Source: an optimization exercise on an open RTL-to-GDS flow (aim: small area and low power). Production flows keep margins and buffers that such runs may drop. Where RTL was checked, it was by simulation tests only, not by an equivalence proof against the original. Power figures rest on the tool's default switching activity, not on a simulated workload.

==> 02-28 <==
==> flow/design.v <==
package iq_cfg_pkg;
    localparam int IQ_DEPTH  = 8;                        
    localparam int SLOT_W    = $clog2(IQ_DEPTH);         
    localparam int CNT_W     = $clog2(IQ_DEPTH + 1);     
    localparam int ROB_DEPTH = 16;
    localparam int TAG_W     = $clog2(ROB_DEPTH);        
    localparam int WORD_W    = 32;
    localparam int OP_W      = 8;                        
    localparam int NUM_WB    = 2;
endpackage
package iq_types_pkg;
    localparam int CFG_TAG_W = 4;
    localparam int CFG_WORD_W = 32;
    localparam int CFG_OP_W = 8;
    typedef logic [CFG_TAG_W-1:0]  tag_t;
    typedef logic [CFG_WORD_W-1:0] word_t;
    typedef struct packed {
        logic [CFG_WORD_W-CFG_TAG_W-1:0] pad;
        tag_t                                            tag;
    } padded_tag_t;
    typedef union packed {
        word_t       value;
        padded_tag_t prod;
    } operand_u;
    typedef struct packed {
        logic     pending;
        operand_u data;
    } operand_t;
    typedef struct packed {
        logic [CFG_OP_W-1:0] opcode;
        word_t                       imm;
        tag_t                        dst;      
        operand_t                    src1;
        operand_t                    src2;
    } uop_t;
    typedef struct packed {
        logic  valid;
        tag_t  tag;        
        word_t result;
    } wb_bus_t;
    typedef struct packed {
        logic  hit;
        word_t data;
    } capture_t;
    typedef struct packed {
        capture_t src1;
        capture_t src2;
    } slot_capture_t;
    localparam int UOP_W = CFG_OP_W + CFG_WORD_W + CFG_TAG_W + 2 * (1 + CFG_WORD_W);
    localparam int WB_W  = 1 + CFG_TAG_W + CFG_WORD_W;
    localparam int CAP_W = 2 * (1 + CFG_WORD_W);
endpackage
`timescale 1ns/1ps
module issue_queue (
    input  logic         clk,
    input  logic         rst_n,
    input  logic         dispatch_en,
    input  logic [109:0] dispatch_uop,
    output logic         iq_full,
    input  logic [1:0]   wb_valid,
    input  logic [7:0]   wb_tag,
    input  logic [63:0]  wb_result,
    input  logic         flush,
    output logic         issue_valid,
    output logic [109:0] issue_uop,
    input  logic         fu_ready
);
    localparam int N = iq_cfg_pkg::IQ_DEPTH;
    logic [N-1:0]   valid;
    logic [109:0]   ent   [N];
    logic [N-1:0]   rdy;
    logic [N-1:0]   grant;
    logic [N-1:0]   wsel;
    logic           accept;
    logic           fire;
    assign iq_full = &valid;
    assign accept  = dispatch_en && !iq_full && !flush;
    always_comb begin
        logic seen;
        seen = 1'b0;
        for (int i = 0; i < N; i++) begin
            wsel[i] = !valid[i] && !seen;
            seen    = seen || !valid[i];
        end
    end
    function automatic logic [32:0] disp_operand(input logic [32:0] op, input logic [1:0] wv,
                                                 input logic [7:0] wt, input logic [63:0] wr);
        logic h0, h1;
        h0 = op[32] && wv[0] && (op[3:0] == wt[3:0]);
        h1 = op[32] && wv[1] && (op[3:0] == wt[7:4]);
        if (h0)      disp_operand = {1'b0, wr[31:0]};
        else if (h1) disp_operand = {1'b0, wr[63:32]};
        else         disp_operand = op;
    endfunction
    logic [32:0] d_src1, d_src2;
    assign d_src1 = disp_operand(dispatch_uop[65:33], wb_valid, wb_tag, wb_result);
    assign d_src2 = disp_operand(dispatch_uop[32:0],  wb_valid, wb_tag, wb_result);
    logic [N-1:0] older [N];
    always_ff @(posedge clk) begin
        for (int i = 0; i < N; i++)
            for (int j = i + 1; j < N; j++)
                if (accept && wsel[j])      older[i][j] <= 1'b1;
                else if (accept && wsel[i]) older[i][j] <= 1'b0;
    end
    always_comb begin
        for (int i = 0; i < N; i++)
            rdy[i] = valid[i] && !ent[i][65] && !ent[i][32];
        for (int i = 0; i < N; i++) begin
            logic blocked;
            blocked = 1'b0;
            for (int j = 0; j < N; j++) begin
                if (j < i) blocked = blocked || (rdy[j] && older[j][i]);
                if (j > i) blocked = blocked || (rdy[j] && !older[i][j]);
            end
            grant[i] = rdy[i] && !blocked;
        end
    end
    assign issue_valid = |rdy;
    assign fire        = issue_valid && fu_ready;
    always_comb begin
        issue_uop = '0;
        for (int i = 0; i < N; i++)
            issue_uop = issue_uop | ({110{grant[i]}} & ent[i]);
    end
    always_ff @(posedge clk or negedge rst_n) begin
        if (!rst_n)     valid <= '0;
        else if (flush) valid <= '0;
        else            valid <= (valid & ~(grant & {N{fire}})) | (wsel & {N{accept}});
    end
    function automatic logic [32:0] wake(input logic [32:0] op, input logic [1:0] wv,
                                         input logic [7:0] wt, input logic [63:0] wr);
        logic h0, h1;
        h0 = op[32] && wv[0] && (op[3:0] == wt[3:0]);
        h1 = op[32] && wv[1] && (op[3:0] == wt[7:4]);
        if (h0)      wake = {1'b0, wr[31:0]};
        else if (h1) wake = {1'b0, wr[63:32]};
        else         wake = op;
    endfunction
    always_ff @(posedge clk) begin
        for (int i = 0; i < N; i++) begin
            if (accept && wsel[i]) begin
                ent[i] <= {dispatch_uop[109:66], d_src1, d_src2};
            end else begin
                ent[i][65:33] <= wake(ent[i][65:33], wb_valid, wb_tag, wb_result);
                ent[i][32:0]  <= wake(ent[i][32:0],  wb_valid, wb_tag, wb_result);
            end
        end
    end
endmodule
`timescale 1ns/1ps
module issue_queue_top (
    input  logic         clk,
    input  logic         rst_n,
    input  logic         dispatch_en,
    input  logic [109:0] dispatch_uop,
    output logic         iq_full,
    input  logic [1:0]   wb_valid,
    input  logic [7:0]   wb_tag,
    input  logic [63:0]  wb_result,
    input  logic         flush,
    output logic         issue_valid,
    output logic [109:0] issue_uop,
    input  logic         fu_ready
);
    issue_queue u_iq (.clk(clk), .rst_n(rst_n), .dispatch_en(dispatch_en), .dispatch_uop(dispatch_uop),
        .iq_full(iq_full), .wb_valid(wb_valid), .wb_tag(wb_tag), .wb_result(wb_result), .flush(flush),
        .issue_valid(issue_valid), .issue_uop(issue_uop), .fu_ready(fu_ready));
endmodule
==> flow/run.sh <==
#!/bin/bash
# synth_recipe.tcl (not shown) runs the flow's synth.tcl, then flattens the netlist and writes it again
# the make line also repeats each setting of config.mk as NAME=value (left out here)
make -C /OpenROAD-flow-scripts/flow DESIGN_CONFIG=/design/flow/config.mk WORK_HOME=/design/flow/orfs CLKGATE_MAP_FILE= SYNTH_SCRIPT=/design/flow/synth_recipe.tcl finish
==> flow/config.mk <==
export PLATFORM = sky130hd
export DESIGN_NAME = issue_queue_top
export DESIGN_NICKNAME = issue_queue_top
export VERILOG_FILES = /design/flow/design.v
export SDC_FILE = /design/flow/constraint.sdc
export NUM_CORES = 4
export LEC_CHECK = 0
export CAP_MARGIN = 20
export CORE_MARGIN = 2
export CORE_UTILIZATION = 40
export SLEW_MARGIN = 20
==> flow/constraint.sdc <==
create_clock -name core_clock -period 6.0 [get_ports {clk}]
set_input_delay 1.2000 -clock core_clock [delete_from_list [all_inputs] [get_ports {clk}]]
set_output_delay 1.2000 -clock core_clock [all_outputs]
set_load 0.01 [all_outputs]
==> 04-10 (differences from 02-28) <==
--- a/flow/design.v
+++ b/flow/design.v
@@ -52,4 +52,31 @@
 endpackage
 `timescale 1ns/1ps
+module iq_capture_bit (
+    input  logic s_disp,
+    input  logic s_b0,
+    input  logic s_b1,
+    input  logic disp,
+    input  logic b0,
+    input  logic b1,
+    output logic d_n
+);
+    assign d_n = ~((s_disp & disp) | (s_b0 & b0) | (s_b1 & b1));
+endmodule
+`timescale 1ns/1ps
+module iq_select (
+    input  logic [7:0] grant,
+    input  logic [7:0] e,
+    output logic       rd
+);
+    assign rd = |(grant & e);
+endmodule
+module iq_select_n (
+    input  logic [7:0] grant,
+    input  logic [7:0] e_n,
+    output logic       rd
+);
+    assign rd = ~|(grant & e_n);
+endmodule
+`timescale 1ns/1ps
 module issue_queue (
     input  logic         clk,
@@ -68,5 +95,4 @@
     localparam int N = iq_cfg_pkg::IQ_DEPTH;
     logic [N-1:0]   valid;
-    logic [109:0]   ent   [N];
     logic [N-1:0]   rdy;
     logic [N-1:0]   grant;
@@ -74,4 +100,8 @@
     logic           accept;
     logic           fire;
+    logic [43:0]    fix    [N];      
+    logic [N-1:0]   pend1, pend2;
+    logic [31:0]    dat1_n [N];
+    logic [31:0]    dat2_n [N];
     assign iq_full = &valid;
     assign accept  = dispatch_en && !iq_full && !flush;
@@ -105,5 +135,5 @@
     always_comb begin
         for (int i = 0; i < N; i++)
-            rdy[i] = valid[i] && !ent[i][65] && !ent[i][32];
+            rdy[i] = valid[i] && !pend1[i] && !pend2[i];
         for (int i = 0; i < N; i++) begin
             logic blocked;
@@ -118,9 +148,34 @@
     assign issue_valid = |rdy;
     assign fire        = issue_valid && fu_ready;
-    always_comb begin
-        issue_uop = '0;
+    logic [45:0] ctl [N];
+    always_comb
         for (int i = 0; i < N; i++)
-            issue_uop = issue_uop | ({110{grant[i]}} & ent[i]);
-    end
+            ctl[i] = {fix[i], pend1[i], pend2[i]};
+    logic [45:0] ctl_rd;
+    assign issue_uop[109:66] = ctl_rd[45:2];
+    assign issue_uop[65]     = ctl_rd[1];
+    assign issue_uop[32]     = ctl_rd[0];
+    genvar gb;
+    generate
+        for (gb = 0; gb < 46; gb++) begin : g_rd_ctl
+            iq_select u_rd (
+                .grant (grant),
+                .e     ({ctl[7][gb], ctl[6][gb], ctl[5][gb], ctl[4][gb],
+                         ctl[3][gb], ctl[2][gb], ctl[1][gb], ctl[0][gb]}),
+                .rd    (ctl_rd[gb]));
+        end
+        for (gb = 0; gb < 32; gb++) begin : g_rd_dat
+            iq_select_n u_rd1 (
+                .grant (grant),
+                .e_n   ({dat1_n[7][gb], dat1_n[6][gb], dat1_n[5][gb], dat1_n[4][gb],
+                         dat1_n[3][gb], dat1_n[2][gb], dat1_n[1][gb], dat1_n[0][gb]}),
+                .rd    (issue_uop[33 + gb]));
+            iq_select_n u_rd2 (
+                .grant (grant),
+                .e_n   ({dat2_n[7][gb], dat2_n[6][gb], dat2_n[5][gb], dat2_n[4][gb],
+                         dat2_n[3][gb], dat2_n[2][gb], dat2_n[1][gb], dat2_n[0][gb]}),
+                .rd    (issue_uop[gb]));
+        end
+    endgenerate
     always_ff @(posedge clk or negedge rst_n) begin
         if (!rst_n)     valid <= '0;
@@ -128,21 +183,45 @@
         else            valid <= (valid & ~(grant & {N{fire}})) | (wsel & {N{accept}});
     end
-    function automatic logic [32:0] wake(input logic [32:0] op, input logic [1:0] wv,
-                                         input logic [7:0] wt, input logic [63:0] wr);
-        logic h0, h1;
-        h0 = op[32] && wv[0] && (op[3:0] == wt[3:0]);
-        h1 = op[32] && wv[1] && (op[3:0] == wt[7:4]);
-        if (h0)      wake = {1'b0, wr[31:0]};
-        else if (h1) wake = {1'b0, wr[63:32]};
-        else         wake = op;
-    endfunction
+    logic [N-1:0] we, c1b0, c1b1, c2b0, c2b1;
+    logic [31:0]  dat1_d [N];
+    logic [31:0]  dat2_d [N];
+    always_comb begin
+        for (int i = 0; i < N; i++) begin
+            logic m10, m11, m20, m21;
+            we[i] = accept && wsel[i];
+            m10 = pend1[i] && wb_valid[0] && (~dat1_n[i][3:0] == wb_tag[3:0]);
+            m11 = pend1[i] && wb_valid[1] && (~dat1_n[i][3:0] == wb_tag[7:4]);
+            m20 = pend2[i] && wb_valid[0] && (~dat2_n[i][3:0] == wb_tag[3:0]);
+            m21 = pend2[i] && wb_valid[1] && (~dat2_n[i][3:0] == wb_tag[7:4]);
+            c1b0[i] = !we[i] && m10;
+            c1b1[i] = !we[i] && !m10 && m11;
+            c2b0[i] = !we[i] && m20;
+            c2b1[i] = !we[i] && !m20 && m21;
+        end
+    end
+    genvar gi, gk;
+    generate
+        for (gi = 0; gi < N; gi++) begin : g_slot
+            for (gk = 0; gk < 32; gk++) begin : g_dat
+                iq_capture_bit u_src1 (
+                    .s_disp (we[gi]), .s_b0 (c1b0[gi]), .s_b1 (c1b1[gi]),
+                    .disp (d_src1[gk]), .b0 (wb_result[gk]), .b1 (wb_result[32+gk]),
+                    .d_n (dat1_d[gi][gk]));
+                iq_capture_bit u_src2 (
+                    .s_disp (we[gi]), .s_b0 (c2b0[gi]), .s_b1 (c2b1[gi]),
+                    .disp (d_src2[gk]), .b0 (wb_result[gk]), .b1 (wb_result[32+gk]),
+                    .d_n (dat2_d[gi][gk]));
+            end
+        end
+    endgenerate
     always_ff @(posedge clk) begin
         for (int i = 0; i < N; i++) begin
-            if (accept && wsel[i]) begin
-                ent[i] <= {dispatch_uop[109:66], d_src1, d_src2};
-            end else begin
-                ent[i][65:33] <= wake(ent[i][65:33], wb_valid, wb_tag, wb_result);
-                ent[i][32:0]  <= wake(ent[i][32:0],  wb_valid, wb_tag, wb_result);
-            end
+            if (we[i]) fix[i] <= dispatch_uop[109:66];
+            if (we[i])                     pend1[i] <= d_src1[32];
+            else if (c1b0[i] || c1b1[i])   pend1[i] <= 1'b0;
+            if (we[i])                     pend2[i] <= d_src2[32];
+            else if (c2b0[i] || c2b1[i])   pend2[i] <= 1'b0;
+            if (we[i] || c1b0[i] || c1b1[i]) dat1_n[i] <= dat1_d[i];
+            if (we[i] || c2b0[i] || c2b1[i]) dat2_n[i] <= dat2_d[i];
         end
     end
Settings changed: CORE_UTILIZATION 40 to 50, CTS_BUF_LIST set to sky130_fd_sc_hd__clkbuf_4, CTS_CLUSTER_DIAMETER set to 40, CTS_CLUSTER_SIZE set to 10, SYNTH_HIERARCHICAL set to 1.
==> 12-07 (differences from 02-28) <==
--- a/flow/design.v
+++ b/flow/design.v
@@ -52,4 +52,31 @@
 endpackage
 `timescale 1ns/1ps
+module iq_capture_bit (
+    input  logic s_disp,
+    input  logic s_b0,
+    input  logic s_b1,
+    input  logic disp,
+    input  logic b0,
+    input  logic b1,
+    output logic d_n
+);
+    assign d_n = ~((s_disp & disp) | (s_b0 & b0) | (s_b1 & b1));
+endmodule
+`timescale 1ns/1ps
+module iq_select (
+    input  logic [7:0] grant,
+    input  logic [7:0] e,
+    output logic       rd
+);
+    assign rd = |(grant & e);
+endmodule
+module iq_select_n (
+    input  logic [7:0] grant,
+    input  logic [7:0] e_n,
+    output logic       rd
+);
+    assign rd = ~|(grant & e_n);
+endmodule
+`timescale 1ns/1ps
 module issue_queue (
     input  logic         clk,
@@ -68,5 +95,4 @@
     localparam int N = iq_cfg_pkg::IQ_DEPTH;
     logic [N-1:0]   valid;
-    logic [109:0]   ent   [N];
     logic [N-1:0]   rdy;
     logic [N-1:0]   grant;
@@ -74,4 +100,8 @@
     logic           accept;
     logic           fire;
+    logic [43:0]    fix    [N];      
+    logic [N-1:0]   pend1, pend2;
+    logic [31:0]    dat1_n [N];
+    logic [31:0]    dat2_n [N];
     assign iq_full = &valid;
     assign accept  = dispatch_en && !iq_full && !flush;
@@ -105,5 +135,5 @@
     always_comb begin
         for (int i = 0; i < N; i++)
-            rdy[i] = valid[i] && !ent[i][65] && !ent[i][32];
+            rdy[i] = valid[i] && !pend1[i] && !pend2[i];
         for (int i = 0; i < N; i++) begin
             logic blocked;
@@ -118,9 +148,34 @@
     assign issue_valid = |rdy;
     assign fire        = issue_valid && fu_ready;
-    always_comb begin
-        issue_uop = '0;
+    logic [45:0] ctl [N];
+    always_comb
         for (int i = 0; i < N; i++)
-            issue_uop = issue_uop | ({110{grant[i]}} & ent[i]);
-    end
+            ctl[i] = {fix[i], pend1[i], pend2[i]};
+    logic [45:0] ctl_rd;
+    assign issue_uop[109:66] = ctl_rd[45:2];
+    assign issue_uop[65]     = ctl_rd[1];
+    assign issue_uop[32]     = ctl_rd[0];
+    genvar gb;
+    generate
+        for (gb = 0; gb < 46; gb++) begin : g_rd_ctl
+            iq_select u_rd (
+                .grant (grant),
+                .e     ({ctl[7][gb], ctl[6][gb], ctl[5][gb], ctl[4][gb],
+                         ctl[3][gb], ctl[2][gb], ctl[1][gb], ctl[0][gb]}),
+                .rd    (ctl_rd[gb]));
+        end
+        for (gb = 0; gb < 32; gb++) begin : g_rd_dat
+            iq_select_n u_rd1 (
+                .grant (grant),
+                .e_n   ({dat1_n[7][gb], dat1_n[6][gb], dat1_n[5][gb], dat1_n[4][gb],
+                         dat1_n[3][gb], dat1_n[2][gb], dat1_n[1][gb], dat1_n[0][gb]}),
+                .rd    (issue_uop[33 + gb]));
+            iq_select_n u_rd2 (
+                .grant (grant),
+                .e_n   ({dat2_n[7][gb], dat2_n[6][gb], dat2_n[5][gb], dat2_n[4][gb],
+                         dat2_n[3][gb], dat2_n[2][gb], dat2_n[1][gb], dat2_n[0][gb]}),
+                .rd    (issue_uop[gb]));
+        end
+    endgenerate
     always_ff @(posedge clk or negedge rst_n) begin
         if (!rst_n)     valid <= '0;
@@ -128,21 +183,45 @@
         else            valid <= (valid & ~(grant & {N{fire}})) | (wsel & {N{accept}});
     end
-    function automatic logic [32:0] wake(input logic [32:0] op, input logic [1:0] wv,
-                                         input logic [7:0] wt, input logic [63:0] wr);
-        logic h0, h1;
-        h0 = op[32] && wv[0] && (op[3:0] == wt[3:0]);
-        h1 = op[32] && wv[1] && (op[3:0] == wt[7:4]);
-        if (h0)      wake = {1'b0, wr[31:0]};
-        else if (h1) wake = {1'b0, wr[63:32]};
-        else         wake = op;
-    endfunction
+    logic [N-1:0] we, c1b0, c1b1, c2b0, c2b1;
+    logic [31:0]  dat1_d [N];
+    logic [31:0]  dat2_d [N];
+    always_comb begin
+        for (int i = 0; i < N; i++) begin
+            logic m10, m11, m20, m21;
+            we[i] = accept && wsel[i];
+            m10 = pend1[i] && wb_valid[0] && (~dat1_n[i][3:0] == wb_tag[3:0]);
+            m11 = pend1[i] && wb_valid[1] && (~dat1_n[i][3:0] == wb_tag[7:4]);
+            m20 = pend2[i] && wb_valid[0] && (~dat2_n[i][3:0] == wb_tag[3:0]);
+            m21 = pend2[i] && wb_valid[1] && (~dat2_n[i][3:0] == wb_tag[7:4]);
+            c1b0[i] = !we[i] && m10;
+            c1b1[i] = !we[i] && !m10 && m11;
+            c2b0[i] = !we[i] && m20;
+            c2b1[i] = !we[i] && !m20 && m21;
+        end
+    end
+    genvar gi, gk;
+    generate
+        for (gi = 0; gi < N; gi++) begin : g_slot
+            for (gk = 0; gk < 32; gk++) begin : g_dat
+                iq_capture_bit u_src1 (
+                    .s_disp (we[gi]), .s_b0 (c1b0[gi]), .s_b1 (c1b1[gi]),
+                    .disp (d_src1[gk]), .b0 (wb_result[gk]), .b1 (wb_result[32+gk]),
+                    .d_n (dat1_d[gi][gk]));
+                iq_capture_bit u_src2 (
+                    .s_disp (we[gi]), .s_b0 (c2b0[gi]), .s_b1 (c2b1[gi]),
+                    .disp (d_src2[gk]), .b0 (wb_result[gk]), .b1 (wb_result[32+gk]),
+                    .d_n (dat2_d[gi][gk]));
+            end
+        end
+    endgenerate
     always_ff @(posedge clk) begin
         for (int i = 0; i < N; i++) begin
-            if (accept && wsel[i]) begin
-                ent[i] <= {dispatch_uop[109:66], d_src1, d_src2};
-            end else begin
-                ent[i][65:33] <= wake(ent[i][65:33], wb_valid, wb_tag, wb_result);
-                ent[i][32:0]  <= wake(ent[i][32:0],  wb_valid, wb_tag, wb_result);
-            end
+            if (we[i]) fix[i] <= dispatch_uop[109:66];
+            if (we[i])                     pend1[i] <= d_src1[32];
+            else if (c1b0[i] || c1b1[i])   pend1[i] <= 1'b0;
+            if (we[i])                     pend2[i] <= d_src2[32];
+            else if (c2b0[i] || c2b1[i])   pend2[i] <= 1'b0;
+            if (we[i] || c1b0[i] || c1b1[i]) dat1_n[i] <= dat1_d[i];
+            if (we[i] || c2b0[i] || c2b1[i]) dat2_n[i] <= dat2_d[i];
         end
     end
Settings changed: SYNTH_HIERARCHICAL set to 1.
==> results.py <==
metrics = {
    "final_layout": {
        "buf_share_pct": 8.72,
        "final_area_um2": 51000,
        "largest-register": "u_iq.fix",
        "nMultiInputCombCells": 1790,
        "mostFrequentLayoutCell": "edfxtp_1",
    },
    "die": {
        "fp.dieArea_um2": 107000,
    },
    "status": {
        "outcome": "complete, no violations",
    },
    "grt": {
        "grt_pass1_vias": 36000,
    },
    "setup_path": {
        "slowest_delay_ns": 0.79,
    },
    "routing": {
        "vias": 36800,
    },
    "pwr": {
        "comb_power_share_pct": 7.3,
    },
    "synth": {
        "synth_top_family_by_area": "compound AO/OA/AOI/OAI gates",
        "netlist_area_um2": 41600,
    },
}
Source of the figures above: 12-07

==> results.py <==
metrics = {
    "final_layout": {
        "largest-register": "u_iq.ent",
        "mostFrequentLayoutCell": "mux2i_1",
        "buf_share_pct": 7.77,
        "nMultiInputCombCells": 2474,
        "final_area_um2": 58600,
    },
    "die": {
        "fp.dieArea_um2": 128000,
    },
    "grt": {
        "grt_pass1_vias": 37200,
    },
    "status": {
        "outcome": "complete, no violations",
    },
    "routing": {
        "vias": 38100,
    },
    "synth": {
        "netlist_area_um2": 50200,
        "synth_top_family_by_area": "multiplexers",
    },
    "pwr": {
        "comb_power_share_pct": 8.8,
    },
}
Source of the figures above: 02-28

==> results.py <==
metrics = {
    "status": {
        "outcome": "complete, no violations",
    },
    "setup_path": {
        "slowest_delay_ns": 0.66,
    },
    "final_layout": {
        "final_area_um2": 49600,
        "nMultiInputCombCells": 1791,
        "mostFrequentLayoutCell": "edfxtp_1",
        "buf_share_pct": 8.67,
        "largest-register": "u_iq.fix",
    },
    "routing": {
        "met2_length_mm": 76.4,
        "vias": 37200,
    },
    "pwr": {
        "comb_power_share_pct": 8.1,
    },
    "die": {
        "fp.dieArea_um2": 85500,
    },
    "synth": {
        "netlist_area_um2": 41600,
        "synth_top_family_by_area": "compound AO/OA/AOI/OAI gates",
    },
}
Source of the figures above: 04-10

Function not checked in 02-28: the RTL went through the layout flow alone.

## port drivers added, routing unchanged
Ports are ideal in the flow. The routed layouts listed here were re-timed in OpenROAD.
Step 1: set_driving_cell puts a clkbuf_16 on clk and a buf_2 on each other input, an assumption about the parent block.
Step 2 adds t to the input delays and takes it off the output delays; t is the mean of the earliest and latest rising clock arrival at the registers after step 1. Input paths then give back, and output paths get back, about the clock's delay inside the block.
a / b / c = ideal / step 1 / step 2; a / b = the first two.
| run | t (ns) | slack for setup (ns) | worst register clock-pin slew, ns | worst slew at a driven data input, ns | cell pins on the clock port's net |
|---|---|---|---|---|---|
| 02-28 | 0.789 | 0.210 / 0.134 / 0.923 | 0.07 / 0.07 | 0.22 | 1 |
| 04-10 | 1.099 | 0.102 / 0.034 / 0.979 | 0.11 / 0.11 | 0.15 | 1 |
| 12-07 | 0.773 | 0.231 / 0.159 / 0.932 | 0.07 / 0.07 | 0.16 | 1 |
After both steps every run listed still meets setup and hold.
